What follows belongs to an exercise in optimizing a design on an open flow for small area, a short achievable clock period and few clock cycles per item; a production flow would make more cautious choices.
In this exercise RTL edits were held to simulation tests only and were not proved equivalent to the original.
No activity file was given, so power comes from the tool's default toggle rates.

==> flow/design.v <==
`timescale 1ns / 1ps
`default_nettype none
package irt_pkg;
  localparam int TableDepth = 64;
  localparam int KeyBits    = 32;
  localparam int ValueBits  = 8;
  localparam int CountBits  = $clog2(TableDepth + 1);
  localparam int PassBits   = $clog2(TableDepth);
  localparam int StatusBits = 2;
  typedef logic [KeyBits-1:0]   key_t;
  typedef logic [ValueBits-1:0] value_t;
  typedef logic [CountBits-1:0] count_t;
  typedef enum logic {
    CMD_ASSIGN = 1'b0,
    CMD_LOOKUP = 1'b1
  } cmd_t;
  typedef enum logic [StatusBits-1:0] {
    STATUS_DONE  = 2'd0,
    STATUS_EMPTY = 2'd1,
    STATUS_FULL  = 2'd2
  } status_t;
  typedef struct packed {
    logic   valid;
    key_t   key;
    value_t value;
  } entry_t;
  typedef struct packed {
    logic   shift;
    logic   clear;
    value_t seed_value;
  } ring_ctl_t;
endpackage
`default_nettype wire
`timescale 1ns / 1ps
`default_nettype none
module irt_cell (
  input  logic      clk,
  input  logic      rst,
  input  irt_pkg::ring_ctl_t ctl,
  input  logic      seed,
  input  irt_pkg::entry_t    d,
  output irt_pkg::entry_t    q
);
  always_ff @(posedge clk) begin
    if (rst) begin
      q <= {seed, irt_pkg::KeyBits'(0), irt_pkg::ValueBits'(0)};
    end else if (ctl.clear) begin
      q <= {seed, irt_pkg::KeyBits'(0), ctl.seed_value};
    end else if (ctl.shift) begin
      q <= d;
    end
  end
endmodule
`default_nettype wire
`timescale 1ns / 1ps
`default_nettype none
module irt_ctrl (
  input  logic      clk,
  input  logic      rst,
  input  logic                  req_valid,
  output logic                  req_ready,
  input  logic                  req_command,
  input  irt_pkg::key_t                  req_key_begin,
  input  irt_pkg::key_t                  req_key_end,
  input  irt_pkg::value_t                req_new_value,
  input  irt_pkg::key_t                  req_query_key,
  output logic                  rsp_valid,
  input  logic                  rsp_ready,
  output irt_pkg::value_t                rsp_found_value,
  output logic [irt_pkg::StatusBits-1:0] rsp_status,
  output irt_pkg::count_t                rsp_entries_used,
  input  logic                  cfg_valid,
  output logic                  cfg_ready,
  input  irt_pkg::value_t                cfg_initial_value,
  input  irt_pkg::entry_t    ring_out,
  output irt_pkg::entry_t    ring_in,
  output irt_pkg::ring_ctl_t ctl
);
  typedef enum logic [3:0] {
    ST_IDLE   = 4'b0001,
    ST_SCAN   = 4'b0010,
    ST_WRITE  = 4'b0100,
    ST_FINISH = 4'b1000
  } state_t;
  state_t                state;
  logic [irt_pkg::PassBits-1:0]   pass_idx;
  irt_pkg::cmd_t                  op;
  irt_pkg::key_t                  key_b;
  irt_pkg::key_t                  key_e;
  irt_pkg::value_t                new_val;
  irt_pkg::key_t                  best_key;
  irt_pkg::value_t                best_value;
  logic                  best_found;
  irt_pkg::count_t                seen;
  irt_pkg::count_t                removed;
  irt_pkg::count_t                need;
  irt_pkg::count_t                entry_count;
  logic                  pend_b;
  logic                  pend_e;
  irt_pkg::value_t                res_value;
  irt_pkg::status_t               res_status;
  logic                  out_valid;
  irt_pkg::value_t                out_value;
  irt_pkg::status_t               out_status;
  irt_pkg::count_t                out_count;
  logic                  pass_last;
  logic                  le_lim;
  logic                  take;
  logic                  in_range;
  logic                  keep;
  logic                  tail;
  irt_pkg::count_t                seen_next;
  irt_pkg::count_t                removed_next;
  logic [irt_pkg::CountBits:0]    need_sum;
  logic                  full;
  logic                  cfg_write;
  assign pass_last = (pass_idx == irt_pkg::PassBits'(irt_pkg::TableDepth - 1));
  assign le_lim    = (ring_out.key <= key_e);
  assign take      = ring_out.valid && le_lim && (!best_found || (ring_out.key > best_key));
  assign in_range  = ring_out.valid && le_lim && (ring_out.key >= key_b);
  assign keep      = ring_out.valid && !in_range;
  assign tail      = (key_e != '1);
  assign seen_next    = seen + irt_pkg::count_t'(ring_out.valid);
  assign removed_next = removed + irt_pkg::count_t'(in_range);
  assign need_sum     = {1'b0, seen_next} + (irt_pkg::CountBits + 1)'(1)
                        + (irt_pkg::CountBits + 1)'(tail) - {1'b0, removed_next};
  assign full         = (need_sum > (irt_pkg::CountBits + 1)'(irt_pkg::TableDepth));
  assign cfg_write = cfg_valid && cfg_ready;
  assign cfg_ready = 1'b1;
  assign ctl.shift      = (state == ST_SCAN) || (state == ST_WRITE);
  assign ctl.clear      = cfg_write;
  assign ctl.seed_value = cfg_initial_value;
  assign req_ready        = (state == ST_IDLE);
  assign rsp_valid        = out_valid;
  assign rsp_found_value  = out_value;
  assign rsp_status       = out_status;
  assign rsp_entries_used = out_count;
  always_comb begin
    ring_in = ring_out;
    if (state == ST_WRITE && !keep) begin
      if (pend_b) begin
        ring_in = {1'b1, key_b, new_val};
      end else if (pend_e) begin
        ring_in = {1'b1, key_e, best_value};
      end else begin
        ring_in = '0;
      end
    end
  end
  always_ff @(posedge clk) begin
    if (rst) begin
      state       <= ST_IDLE;
      pass_idx    <= '0;
      pend_b      <= 1'b0;
      pend_e      <= 1'b0;
      entry_count <= irt_pkg::count_t'(1);
      out_valid   <= 1'b0;
    end else begin
      if (rsp_valid && rsp_ready) begin
        out_valid <= 1'b0;
      end
      case (state)
        ST_IDLE: begin
          if (req_valid && req_ready) begin
            op         <= irt_pkg::cmd_t'(req_command);
            key_b      <= req_key_begin;
            key_e      <= (irt_pkg::cmd_t'(req_command) == irt_pkg::CMD_LOOKUP) ? req_query_key : req_key_end;
            new_val    <= req_new_value;
            pass_idx   <= '0;
            seen       <= '0;
            removed    <= '0;
            best_found <= 1'b0;
            best_key   <= '0;
            res_value  <= '0;
            if (irt_pkg::cmd_t'(req_command) == irt_pkg::CMD_ASSIGN && !(req_key_begin < req_key_end)) begin
              res_status <= irt_pkg::STATUS_EMPTY;
              state      <= ST_FINISH;
            end else begin
              state <= ST_SCAN;
            end
          end
        end
        ST_SCAN: begin
          pass_idx <= pass_last ? '0 : pass_idx + irt_pkg::PassBits'(1);
          seen     <= seen_next;
          removed  <= removed_next;
          if (take) begin
            best_found <= 1'b1;
            best_key   <= ring_out.key;
            best_value <= ring_out.value;
          end
          if (pass_last) begin
            if (op == irt_pkg::CMD_LOOKUP) begin
              res_value  <= take ? ring_out.value : best_value;
              res_status <= irt_pkg::STATUS_DONE;
              state      <= ST_FINISH;
            end else if (full) begin
              res_status <= irt_pkg::STATUS_FULL;
              state      <= ST_FINISH;
            end else begin
              need   <= need_sum[irt_pkg::CountBits-1:0];
              pend_b <= 1'b1;
              pend_e <= tail;
              state  <= ST_WRITE;
            end
          end
        end
        ST_WRITE: begin
          pass_idx <= pass_last ? '0 : pass_idx + irt_pkg::PassBits'(1);
          if (!keep) begin
            if (pend_b) begin
              pend_b <= 1'b0;
            end else if (pend_e) begin
              pend_e <= 1'b0;
            end
          end
          if (pass_last) begin
            entry_count <= need;
            res_status  <= irt_pkg::STATUS_DONE;
            state       <= ST_FINISH;
          end
        end
        ST_FINISH: begin
          if (!out_valid || rsp_ready) begin
            out_valid  <= 1'b1;
            out_value  <= res_value;
            out_status <= res_status;
            out_count  <= entry_count;
            state      <= ST_IDLE;
          end
        end
        default: begin
          state <= ST_IDLE;
        end
      endcase
      if (cfg_write) begin
        entry_count <= irt_pkg::count_t'(1);
      end
    end
  end
endmodule
`default_nettype wire
`timescale 1ns / 1ps
`default_nettype none
module interval_range_table (
  input  logic                  clk,
  input  logic                  rst,
  input  logic                  cfg_valid,
  output logic                  cfg_ready,
  input  logic [irt_pkg::ValueBits-1:0]  cfg_initial_value,
  input  logic                  req_valid,
  output logic                  req_ready,
  input  logic                  req_command,
  input  logic [irt_pkg::KeyBits-1:0]    req_key_begin,
  input  logic [irt_pkg::KeyBits-1:0]    req_key_end,
  input  logic [irt_pkg::ValueBits-1:0]  req_new_value,
  input  logic [irt_pkg::KeyBits-1:0]    req_query_key,
  output logic                  rsp_valid,
  input  logic                  rsp_ready,
  output logic [irt_pkg::ValueBits-1:0]  rsp_found_value,
  output logic [irt_pkg::StatusBits-1:0] rsp_status,
  output logic [irt_pkg::CountBits-1:0]  rsp_entries_used
);
  localparam int EntryBits = 1 + irt_pkg::KeyBits + irt_pkg::ValueBits;
  logic [EntryBits*(irt_pkg::TableDepth+1)-1:0] link;
  irt_pkg::ring_ctl_t             ring_ctl;
  irt_ctrl u_ctrl (
    .clk               (clk),
    .rst               (rst),
    .req_valid         (req_valid),
    .req_ready         (req_ready),
    .req_command       (req_command),
    .req_key_begin     (req_key_begin),
    .req_key_end       (req_key_end),
    .req_new_value     (req_new_value),
    .req_query_key     (req_query_key),
    .rsp_valid         (rsp_valid),
    .rsp_ready         (rsp_ready),
    .rsp_found_value   (rsp_found_value),
    .rsp_status        (rsp_status),
    .rsp_entries_used  (rsp_entries_used),
    .cfg_valid         (cfg_valid),
    .cfg_ready         (cfg_ready),
    .cfg_initial_value (cfg_initial_value),
    .ring_out          (link[irt_pkg::TableDepth*EntryBits +: EntryBits]),
    .ring_in           (link[0 +: EntryBits]),
    .ctl               (ring_ctl)
  );
  for (genvar i = 0; i < irt_pkg::TableDepth; i++) begin : g_cell
    irt_cell u_cell (
      .clk  (clk),
      .rst  (rst),
      .ctl  (ring_ctl),
      .seed ((i == 0) ? 1'b1 : 1'b0),
      .d    (link[i*EntryBits +: EntryBits]),
      .q    (link[(i+1)*EntryBits +: EntryBits])
    );
  end
endmodule
`default_nettype wire
==> flow/run.sh <==
#!/bin/bash
# synth_recipe.tcl (not shown) runs the flow's synth.tcl, then flattens the netlist and writes it again
# the make line also repeats each setting of config.mk as NAME=value (left out here)
make -C /OpenROAD-flow-scripts/flow DESIGN_CONFIG=/design/flow/config.mk WORK_HOME=/design/flow/orfs CLKGATE_MAP_FILE= SYNTH_SCRIPT=/design/flow/synth_recipe.tcl finish
==> flow/config.mk <==
export PLATFORM = sky130hd
export DESIGN_NAME = interval_range_table
export DESIGN_NICKNAME = interval_range_table
export VERILOG_FILES = /design/flow/design.v
export SDC_FILE = /design/flow/constraint.sdc
export NUM_CORES = 4
export LEC_CHECK = 0
export CAP_MARGIN = 20
export CORE_MARGIN = 2
export CORE_UTILIZATION = 40
export SLEW_MARGIN = 20
==> flow/constraint.sdc <==
create_clock -name core_clock -period 8.0 [get_ports {clk}]
set_input_delay 1.6000 -clock core_clock [delete_from_list [all_inputs] [get_ports {clk}]]
set_output_delay 1.6000 -clock core_clock [all_outputs]
set_load 0.01 [all_outputs]
==> run summary <==
==> per-layer routing <==
layer / part of all wire (%) / track usage (%)
met1: 45 / 21.8
met2: 50 / 30.6
met3: 2.8 / 2.39
met4: 2.7 / 5.26
met5: 0 / 0
==> worst max-delay path by stage <==
| stage | from | to | slack (ps) |
|---|---|---|---|
| 2_1_floorplan | u_ctrl.key_e[6]$_DFFE_PP_ | u_ctrl.need[0]$_DFFE_PP_ | 2520 |
| 6_report | u_ctrl.key_b[31]$_DFFE_PP_ | u_ctrl.need[0]$_DFFE_PP_ | 1200 |
| 5_1_grt | g_cell[63].u_cell.q[39]$_SDFFE_PP0N_ | u_ctrl.need[3]$_DFFE_PP_ | 760 |
| 3_5_place_dp | g_cell[63].u_cell.q[39]$_SDFFE_PP0N_ | u_ctrl.need[6]$_DFFE_PP_ | 1130 |
| 4_1_cts | u_ctrl.key_b[31]$_DFFE_PP_ | u_ctrl.need[0]$_DFFE_PP_ | 1100 |
| 3_3_place_gp | u_ctrl.key_b[31]$_DFFE_PP_ | u_ctrl.need[6]$_DFFE_PP_ | 1120 |
==> Yosys cell counts, types with 8 or more instances <==
| master | n |
|---|---|
| sky130_fd_sc_hd__dfxtp_1 | 2644 |
| sky130_fd_sc_hd__edfxtp_1 | 162 |
| sky130_fd_sc_hd__nor2_1 | 94 |
| sky130_fd_sc_hd__inv_1 | 174 |
| sky130_fd_sc_hd__o21ai_0 | 84 |
| sky130_fd_sc_hd__nand3_1 | 18 |
| sky130_fd_sc_hd__clkbuf_1 | 914 |
| sky130_fd_sc_hd__buf_1 | 34 |
| sky130_fd_sc_hd__xor2_1 | 8 |
| sky130_fd_sc_hd__a22o_1 | 8 |
| sky130_fd_sc_hd__nor3_1 | 9 |
| sky130_fd_sc_hd__o21bai_1 | 9 |
| sky130_fd_sc_hd__nand2_1 | 5230 |
| sky130_fd_sc_hd__mux2_2 | 9 |
| sky130_fd_sc_hd__buf_2 | 8 |
| sky130_fd_sc_hd__a21oi_1 | 2127 |
| sky130_fd_sc_hd__a31oi_1 | 506 |
| sky130_fd_sc_hd__a221oi_1 | 34 |
| sky130_fd_sc_hd__a21o_1 | 15 |
| sky130_fd_sc_hd__ha_1 | 144 |
| sky130_fd_sc_hd__and2_1 | 9 |
| sky130_fd_sc_hd__nand4_1 | 33 |
| sky130_fd_sc_hd__a22oi_1 | 33 |
| sky130_fd_sc_hd__mux2i_1 | 16 |
| sky130_fd_sc_hd__a211oi_1 | 16 |
| sky130_fd_sc_hd__nor2b_1 | 10 |
| sky130_fd_sc_hd__or4_1 | 8 |
==> sequential cells by signal, summed over array words and instances, names as in the netlist <==
name,count
g_cell.u_cell.q,2624
u_ctrl.best_found,1
u_ctrl.best_key,32
u_ctrl.best_value,8
u_ctrl.entry_count,7
u_ctrl.key_b,32
u_ctrl.key_e,32
u_ctrl.need,7
u_ctrl.new_val,8
u_ctrl.op,1
u_ctrl.out_count,7
u_ctrl.out_status,2
u_ctrl.out_valid,1
u_ctrl.out_value,8
u_ctrl.pass_idx,6
u_ctrl.pend_b,1
u_ctrl.pend_e,1
u_ctrl.removed,7
u_ctrl.res_status,2
u_ctrl.res_value,8
u_ctrl.seen,7
u_ctrl.state,4
==> area by class of cell <==
cell class	count	area, um^2	share of cell area, %
Inverter	175	672	0.593
Clock inverter	67	838	0.740
Antenna cell	1	2.50	0.00221
Multi-Input combinational cell	8505	38600	34.1
Sequential cell	2806	57800	51.0
Timing Repair Buffer	216	2400	2.12
Tap cell	3348	4190	3.70
Clock buffer	433	8740	7.71
==> power groups by stage <==
stage	logic [W]	registers (W)	clock network [W]
global route	0.00122	0.0145	0.0145
global placement	0.00108	0.0148	0
detailed placement	0.00109	0.0148	0
CTS	0.00110	0.0145	0.0139
floorplan	0.000773	0.0147	0
finish	0.00109	0.0145	0.0136
==> logic make-up (layout without fill, tap and decap cells) <==
family,after synthesis,after routing,synth area share [%]
AO/OA/AOI/OAI,2875,2875,15.5
flip-flops,2806,2806,57.5
AND/OR/NAND/NOR,5445,5445,20.6
multiplexers,25,25,0.260
other,1,2,0.00373
XOR/XNOR,13,13,0.113
buffers and inverters,1133,891,4.25
adder cells (fa/ha/maj),146,146,1.83
==> critical path: stages, from the launching register on <==
cell,delay (ps)
sky130_fd_sc_hd__edfxtp_1,340
sky130_fd_sc_hd__inv_1,50
sky130_fd_sc_hd__ha_1,310
sky130_fd_sc_hd__nand4_1,200
sky130_fd_sc_hd__nor4_1,560
sky130_fd_sc_hd__o21ai_0,170
sky130_fd_sc_hd__a41oi_1,540
sky130_fd_sc_hd__nor2_1,110
sky130_fd_sc_hd__nor3_1,310
sky130_fd_sc_hd__ha_1,290
sky130_fd_sc_hd__ha_1,270
sky130_fd_sc_hd__ha_1,280
sky130_fd_sc_hd__inv_1,40
sky130_fd_sc_hd__ha_1,210
sky130_fd_sc_hd__fa_1,410
sky130_fd_sc_hd__a21o_1,200
sky130_fd_sc_hd__a21oi_1,210
sky130_fd_sc_hd__xnor2_1,110
sky130_fd_sc_hd__or4_1,510
sky130_fd_sc_hd__a211oi_1,490
sky130_fd_sc_hd__and2_1,250
sky130_fd_sc_hd__nand2_1,80
sky130_fd_sc_hd__nor2_1,480
==> per-stage QoR <==
step / hold WS [ps] / area, um^2 / util (%) / total power [W]
after global placement: 408 / 104000 / 41.3 / 0.0159
after CTS: 400 / 113000 / 45.1 / 0.0295
after floorplan: 400 / 101000 / - / 0.0155
after detailed placement: 421 / 104000 / 41.3 / 0.0159
final: 389 / 113000 / 45.2 / 0.0291
after global routing: 410 / 113000 / 45.2 / 0.0302
==> run summary <==
Clock tree
The buffer count from post-CTS setup fixing is 0. In this run, post-CTS repair resized a total of 0 instances. Clock latency on the worst-skew pair, taken at its later pin, is 930 ps.

TritonCTS built the clock tree. The clock passes through at most 4 buffers. In this run, CTS created clock tree buffers numbering about 300.

The root buffer cell chosen for the clock tree is sky130_fd_sc_hd__clkbuf_16. The H-tree generated during clock tree synthesis spans 5 levels. The clock input transition at the sequential cells of the worst setup and hold paths is 60 ps. The number of hold buffers added after CTS was 0. The CTS sink count is 2806.

Route
The routed length per placed instance is 14.8 um. The detailed router's first-iteration violation count is approximately 6000. The number of detailed-routing iterations run before antenna repair is 6. The final routed DRC violation total is 0. Across all layers, the routed design uses 78800 vias. The via-per-instance ratio is between 5 and 6.

The total detailed-routing wirelength is 230000 um. The number of nets still failing antenna checks after routing is 0.

Floorplanning
The die span in x is 505 um. The count of boundary I/O pins is about 140. The die covers 255000 um^2. The floorplan has roughly 180 rows. Once the floorplan was initialized, standard cells occupied roughly two fifths of the core. The floorplan step set the die height to 505 um. After floorplanning, the core was sized to cover ~250000 um^2.

Logic synthesis
In this run the biggest area consumer among cell types represents 52.6% of the synthesized area. Synthesis produced a netlist whose cell count is 12400. The proportion of synthesized chip area in sequential cells is between 50% and 60%. Each instance of the synthesized netlist takes up on average 8.08 um^2. The netlist area before placement is 101000 um^2. Summed over all instances, the cell type with the most area after synthesis is sky130_fd_sc_hd__dfxtp_1.

Counting every net in the synthesized netlist gives between 10000 and 15000. During synthesis, Yosys emitted a total of 2 warnings. The proportion of synthesized flip-flops having asynchronous set or reset is 0%. The synthesized design contains approximately 160 enable-type register cells.

Ranked by total cell area, the synthesized netlist is headed by sky130_fd_sc_hd__dfxtp_1, sky130_fd_sc_hd__nand2_1, sky130_fd_sc_hd__a21oi_1. The distinct cell type count after synthesis is 64. For this run, the leading register cell type out of synthesis is sky130_fd_sc_hd__dfxtp_1. The number of storage elements in the synthesis netlist is about 2800.

Run
Across the run, the number of max-cap violations was 0.

STA
Setup violations remaining at the end of the flow were counted as 0. The final-report hold violation count came to 0. Dividing the final minimum period by the clock period gives 84.9%. The achievable frequency is 0.147 GHz. Setup slack on the critical path of the routed design comes to 1200 ps. At the pin with the least slew margin, the transition time is 1250 ps. The max-slew violation count was 0. For the final database, setup skew stands at 81.1 ps. The total negative slack for setup checks is 0 ps. Setup repair after global routing left no endpoint under its margin. Measured against its own limit, the worst slew margin works out to between 10% and 20%. The time the worst path needs with I/O delays and setup is 6800 ps.

Worst setup path
The arrival time of the worst setup path is roughly 7300 ps. The worst setup path is of the flop to flop kind. The worst-case register-to-register setup slack is 1200 ps. The endpoint of the lowest-slack register-to-register path is u_ctrl.need[0]$_DFFE_PP_. The required time at the endpoint of the critical path is 8490 ps. The worst setup path is captured at a flop. The startpoint of the worst register-to-register path is u_ctrl.key_b[31]$_DFFE_PP_. STA classifies the critical path startpoint as a flop. Along the worst path, the maximum fanout reaches 7. The number of cells on the worst reg-to-reg path is 22.

Pwr
The internal power is 0.0228 W. VDD sags by at most 0.222 mV. The sequential fraction of design power is 49.7%.

The clock group share of total power is 46.6%. The power per unit of standard cell area is 257 nW/um^2. In this run switching power makes up 21.8% of total power.

The static leakage power is about 36 nW. The share of total power in combinational logic is 3.7%. The total net switching power is approximately 0.0064 W.

Finish
The library cell used most frequently in the layout, excluding fill and tap cells, is sky130_fd_sc_hd__nand2_1. Leaving out fill and tap cells, the most frequent cells in the layout are sky130_fd_sc_hd__nand2_1, sky130_fd_sc_hd__dfxtp_1, sky130_fd_sc_hd__a21oi_1. The final net count is ~12000. In the final layout, the share of cells above drive strength 1 is ~4.5%. From synthesis to final layout, the design area changed by 12.6%. Excluding fillers, the count of instances in the completed layout stands at 15600.

Fill cells in the final layout number 24600.

Worst hold path
The path class of the lowest-slack min-delay path is flop to flop. In this run the most critical hold path is launched from u_ctrl.entry_count[3]$_SDFFE_PP0P_. Along the worst hold path, the cell count comes to 0. The sink of the worst hold path is u_ctrl.out_count[3]$_DFFE_PP_.

GRT
The first global-routing pass estimated roughly 380000 um of wire. The initial antenna violation count is 2. The pin count of the biggest net entering global routing is 253. For this run, the total global-route usage over all layers was measured as 17.3%.

The total overflow left after global routing is 0. The number of global-route vias before repair was 75200.

Placement
Detailed placement finished with a half-perimeter wire length of 132000 um. Counting tap cells, the placed design contains a total of 15000 instances. The number of buffers inserted by port buffering is 136.

The congestion estimate from routability-driven global placement came to around 0.84. The worst slack at placement is 1130 ps.

Status
The flow ran to the end and the layout has no timing, DRC or antenna violations.
Testbench counts, summed over its fixed seeds: cycles 290,120, ops 3,200.

-- re-timing with driven ports --
The flow's constraints put no driver on any port. The routed layout listed below was extracted and timed again, unchanged, in two steps.
Step 1 sets driving cells, clkbuf_16 on the clock port and buf_2 on the other inputs (assumed; they add their load-dependent delay and slew).
Step 2 also shifts input and output timing later by t, the mid clock arrival at the registers, as if the neighbouring blocks saw the same clock.
Slacks: no drivers / after step 1 / after step 2; pairs: no drivers / after step 1.
t, ns: 0.993
setup slack, ns: 1.205 / 1.205 / 1.205
worst slew at a driven data input, ns: 0.12
pins driven straight from the clock port: 1
After both steps setup and hold are still met in this run. The setup slack of this run moves by 0.000 ns with the drivers and by 0.000 ns with both steps.
